Context: an optimization exercise on an open-source flow, tuned for small area, a short achievable clock period and few clock cycles. The choices shown serve that exercise and are no tape-out recipe.
In this exercise RTL edits were held to simulation tests only and were not proved equivalent to the original.
Power is estimated from default activity; no workload was simulated.

==> flow/design.v (excerpt) <==
module vs_topk_core (
    input  logic          clk,
    input  logic          reset_n,
    input  logic          start,
    input  logic          mode,
    input  logic [11:0]   base_addr,
    input  logic [9:0]    vector_count,
    input  logic [7:0]    dim_words,
    output logic          mem_rd_en,
    output logic [11:0]   mem_addr,
    input  logic [63:0]   mem_data,
    output logic          busy,
    output logic          done,
    output logic [2:0]    topk_count,
    output logic [127:0]  topk_score,
    output logic [39:0]   topk_id
);
clock: 15.0 ns
lec_check: 0
cap_margin: 20
core_margin: 2
core_utilization: 60
cts_cluster_diameter: 120
cts_cluster_size: 20
slew_margin: 20
standard.sh (not shown) runs the stock make flow with config.mk's settings and CLKGATE_MAP_FILE= SYNTH_SCRIPT=/design/flow/synth_recipe.tcl, a recipe that flattens the netlist after the stock synthesis.
==> flow/flow/run.sh <==
#!/bin/bash
# Layout: the standard ORFS flow with three changes:
#  1. after the standard synthesis, flow/polarity.py removes inverters by
#     choosing the polarity of signals around full adders (self-dual), gates
#     with a complementary twin (and2/nand2, ...) and xor2/xnor2;
#     registers are untouched;
#  2. the port buffers inserted during placement are sky130_fd_sc_hd__buf_1
#     (buffer_ports' own choice is the slower, larger clkdlybuf4s50_1);
#  3. repair_timing is asked for 10.5 ns of setup slack at the 15 ns clock.
set -euo pipefail
WH=$(grep -o 'WORK_HOME=[^ ]*' standard.sh | head -1 | cut -d= -f2)
RES="$WH/results/sky130hd/vs_topk_core/base"
bash standard.sh synth > make_synth.log 2>&1
cp "$RES/1_2_yosys.v" yosys_standard.v
python3 flow/polarity.py yosys_standard.v "$RES/1_2_yosys.v" > polarity.log 2>&1
bash standard.sh do-1_synth > make_synth_odb.log 2>&1
bash standard.sh finish "BUFFER_PORTS_ARGS=-buffer_cell sky130_fd_sc_hd__buf_1" SETUP_SLACK_MARGIN=10.5 > make_finish.log 2>&1
Other scripts of this flow, unchanged in this note and not shown: flow/flow/polarity.py
The first run finished clean.
Testbench counts at the start, summed over its fixed seeds: cycles 128,284.
Edit:
Settings changed: CORE_UTILIZATION 60 to 70.
The new run produced a clean layout.
Via count increases by 2.2%.
Power stays flat.
Worst setup slack got worse by 0.032 ns.
Die area shrinks by 14%.
Wire length decreases by 1.9%.
Final area shrinks by 0.39%.
Clock power went down by about 3%.
Critical path depth rises by 3.
Edit:
--- a/flow/flow/run.sh
+++ b/flow/flow/run.sh
@@ -9 +9 @@
-#  3. repair_timing is asked for 10.5 ns of setup slack at the 15 ns clock.
+#  3. repair_timing is asked for 10.7 ns of setup slack at the 15 ns clock.
@@ -17 +17 @@
-bash standard.sh finish "BUFFER_PORTS_ARGS=-buffer_cell sky130_fd_sc_hd__buf_1" SETUP_SLACK_MARGIN=10.5 > make_finish.log 2>&1
+bash standard.sh finish "BUFFER_PORTS_ARGS=-buffer_cell sky130_fd_sc_hd__buf_1" SETUP_SLACK_MARGIN=10.7 > make_finish.log 2>&1
Settings changed: CORE_UTILIZATION 70 to 60, CTS_BUF_LIST set to sky130_fd_sc_hd__clkbuf_8, CTS_CLUSTER_DIAMETER 120 to 100, CTS_CLUSTER_SIZE 20 to 12.
After rerunning:
- global-route usage went down by 3.9 points
- synthesized cell count is unchanged
- final cell count went up by a few percent
- total power went up by a few percent
- sequential power barely changes
- design area went up by a few percent
- utilization went down by 9.7 points
- area after synthesis is unchanged
Edit:
--- a/flow/flow/run.sh
+++ b/flow/flow/run.sh
@@ -9 +9 @@
-#  3. repair_timing is asked for 10.7 ns of setup slack at the 15 ns clock.
+#  3. repair_timing is asked for 10.3 ns of setup slack at the 15 ns clock.
@@ -17 +17 @@
-bash standard.sh finish "BUFFER_PORTS_ARGS=-buffer_cell sky130_fd_sc_hd__buf_1" SETUP_SLACK_MARGIN=10.7 > make_finish.log 2>&1
+bash standard.sh finish "BUFFER_PORTS_ARGS=-buffer_cell sky130_fd_sc_hd__buf_1" SETUP_SLACK_MARGIN=10.3 > make_finish.log 2>&1
Result:
- register-to-register slack loses 0.34 ns
- wire length barely changes
- fmax goes down by 5.8%
- clock-buffer cell count is unchanged
- final area goes down by 2.4%

== exp/ember ==
vs_topk_core again, from the RTL that the note above started with.
==> flow/config.mk <==
export PLATFORM = sky130hd
export DESIGN_NAME = vs_topk_core
export DESIGN_NICKNAME = vs_topk_core
export VERILOG_FILES = /design/flow/design.v
export SDC_FILE = /design/flow/constraint.sdc
export NUM_CORES = 4
export LEC_CHECK = 0
export CAP_MARGIN = 20
export CORE_MARGIN = 2
export CORE_UTILIZATION = 40
export SLEW_MARGIN = 20
==> flow/constraint.sdc <==
create_clock -name core_clock -period 15.0 [get_ports {clk}]
set_input_delay 3.0000 -clock core_clock [delete_from_list [all_inputs] [get_ports {clk}]]
set_output_delay 3.0000 -clock core_clock [all_outputs]
set_load 0.01 [all_outputs]
==> flow/flow/run.sh <==
#!/bin/bash
# Layout: the standard ORFS flow, with the port buffers inserted during
# placement made plain sky130_fd_sc_hd__buf_1 cells (buffer_ports' own
# choice is the slower, larger clkdlybuf4s50_1), and repair_timing asked for
# 11.0 ns of setup slack at the 15 ns clock. Everything else is standard.
set -euo pipefail
bash standard.sh synth > make_synth.log 2>&1
bash standard.sh finish "BUFFER_PORTS_ARGS=-buffer_cell sky130_fd_sc_hd__buf_1" SETUP_SLACK_MARGIN=11.0 > make_finish.log 2>&1
Testbench counts of exp/ember, summed over its fixed seeds: cycles 128,284.
For exp/tundra, these inputs were changed with respect to exp/ember:
- CORE_UTILIZATION: 40 -> 60
==> flow/flow/run.sh <==
#!/bin/bash
# Layout: the standard ORFS flow, with the port buffers inserted during
# placement made plain sky130_fd_sc_hd__buf_1 cells (buffer_ports' own
# choice is the slower, larger clkdlybuf4s50_1), and repair_timing asked for
# 10.5 ns of setup slack at the 15 ns clock. Everything else is standard.
set -euo pipefail
bash standard.sh synth > make_synth.log 2>&1
bash standard.sh finish "BUFFER_PORTS_ARGS=-buffer_cell sky130_fd_sc_hd__buf_1" SETUP_SLACK_MARGIN=10.5 > make_finish.log 2>&1
==> comparison <==
On post-CTS clock slew at the launch and capture registers of the worst setup and hold paths, exp/tundra and exp/ember are neck and neck.
Maximum vdd ir drop up 12% in exp/tundra wrt exp/ember
Compared exp/ember against exp/tundra; multiplexer area fraction after synthesis within noise.
[compare] base=exp/ember new=exp/tundra: final clock period utilization by the worst path increased 0.23 points; post-DP HPWL essentially unchanged; combined global-route utilization of all metal layers increased 9.1 points; number of cells after detailed placement decreased 332.
exp/tundra -> exp/ember: basic-gate share of the synthesized area counting and, or, nand and nor cells delta 0, exact match
For exp/onyx, these inputs were changed with respect to exp/tundra:
- CORE_UTILIZATION now 40, was 60
## What came out
exp/tundra and exp/onyx ended up with nearly the same final worst-path cycle share.
Relative to exp/tundra, relative contribution of the clock network to total power has increased by 0.4 points in exp/onyx.
Maximum vdd drop shrinks slightly when moving from exp/tundra to exp/onyx.
Looking at exp/tundra and exp/onyx, the fmax is a wash.
As far as data arrival time of the critical path is concerned, exp/tundra and exp/onyx perform about the same.
Of exp/tundra and exp/onyx, the run reporting the higher starting utilization of the core area was exp/tundra.
Relative to exp/tundra, met3 wirelength from detailed routing decreased by 35% in exp/onyx.
When exp/onyx is measured against exp/tundra, its power per cell area turns out about 2.1% lower.
Number of cells in the finished layout apart from fillers (exp/onyx vs. exp/tundra) increases by a little under 10%
Reported for exp/tundra and exp/onyx, number of setup violations in the final report turned out identical to the last digit.
Final critical-path required period, exp/tundra and exp/onyx: smaller value in exp/tundra

## run 1
vs_topk_core again, from the RTL that the note above started with.
Settings: LEC_CHECK=0, CAP_MARGIN=20, CORE_MARGIN=2, CORE_UTILIZATION=40, SLEW_MARGIN=20; clock period 15.0 ns.
==> flow/flow/run.sh <==
#!/bin/bash
# Layout: the standard ORFS flow, with the port buffers inserted during
# placement made plain sky130_fd_sc_hd__buf_1 cells (buffer_ports' own
# choice is the slower, larger clkdlybuf4s50_1). Everything else is standard.
set -euo pipefail
bash standard.sh synth > make_synth.log 2>&1
bash standard.sh finish "BUFFER_PORTS_ARGS=-buffer_cell sky130_fd_sc_hd__buf_1" > make_finish.log 2>&1
Run 1 reached the end of the flow, and the finished layout is clean on the timing, DRC and antenna checks.
Testbench counts of run 1, summed over its fixed seeds: cycles 128,284.
Here is what was changed in the inputs of run 2 compared with run 1.
Settings: swapping 40 for 75 in CORE_UTILIZATION.
==> flow/flow/run.sh <==
#!/bin/bash
# Layout: the standard ORFS flow, with the port buffers inserted during
# placement made plain sky130_fd_sc_hd__buf_1 cells (buffer_ports' own
# choice is the slower, larger clkdlybuf4s50_1), and repair_timing asked for
# 10.5 ns of setup slack at the 15 ns clock. Everything else is standard.
set -euo pipefail
bash standard.sh synth > make_synth.log 2>&1
bash standard.sh finish "BUFFER_PORTS_ARGS=-buffer_cell sky130_fd_sc_hd__buf_1" SETUP_SLACK_MARGIN=10.5 > make_finish.log 2>&1
Findings:
- Non-clock buffer count: run 2 vs run 1 up 0.68%
- The met2 wirelength from detailed routing of run 2 falls short of that of run 1 by about 2.7%.
- Of run 2 and run 1, the lower initial antenna violation count belongs to run 2.
- Against run 1, final estimated routing congestion in global placement in run 2 rose by a few percent.
- Diff run 2 and run 1: clock-buffer cell count higher in run 2
- Relative to run 1, critical path depth has decreased by 5 in run 2.
- Changes observed in run 2 relative to run 1: post-CTS resize count up 8, relative area of non-clock buffer cells in the final design up 0.21 points, average detailed-routed wire length per instance up 14%, portion of total power attributed to the clock network down 2.1 points.
- The clock period minus worst slack reported for run 2 is smaller than that of run 1 by 0.56 ns.
> inputs changed (run 2 -> run 3)
Settings: an added CTS_BUF_LIST of sky130_fd_sc_hd__clkbuf_8; a change of CORE_UTILIZATION from 75 to 40.
--- outcome ---
The first-pass GRT wire length in run 3 sits 0.68% below the value recorded for run 2. Final worst setup slack down 0.016 ns in run 3 wrt run 2. Diff run 2 -> run 3 | final area | up by a few percent.

## afterwards: timing with drivers on the ports
In the flow no input, the clock included, has a driving cell. The finished layouts below were timed again as built, in two steps.
Step 1 assumes that a clkbuf_16 drives the clock port and a buf_2 every other input.
Step 2 times the ports against the registers' clock, not the clock port: input delays grow and output delays shrink by t, the midpoint of the rising clock arrivals with the driver on.
a / b / c = ideal ports / drivers / drivers and shift; a / b = the first two.
| run | shift t [ns] | setup WS [ns] | worst setup path at the end |
|---|---|---|---|
| the first run of note 1 | 0.621 | 10.616 / 10.616 / 10.086 | input to register |
| the second run of note 1 | 0.611 | 10.584 / 10.584 / 10.055 | input to register |
| the third run of note 1 | 0.671 | 10.672 / 10.614 / 10.129 | input to register |
| the fourth run of note 1 | 0.677 | 10.406 / 10.406 / 9.877 | input to register |
| exp/ember | 0.655 | 10.701 / 10.640 / 10.263 | input to register |
| exp/tundra | 0.627 | 10.667 / 10.647 / 10.074 | input to register |
| exp/onyx | 0.639 | 10.659 / 10.626 / 10.083 | input to register |
| run 1 | 0.628 | 10.085 / 10.085 / 9.889 | input to register |
| run 2 | 0.629 | 10.644 / 10.634 / 10.099 | input to register |
| run 3 | 0.680 | 10.629 / 10.573 / 10.119 | input to register |
After both steps setup and hold are still met in every run listed. For exp/tundra, which loses most, drivers alone change the setup slack by -0.020 ns; drivers and shift together by -0.593 ns.
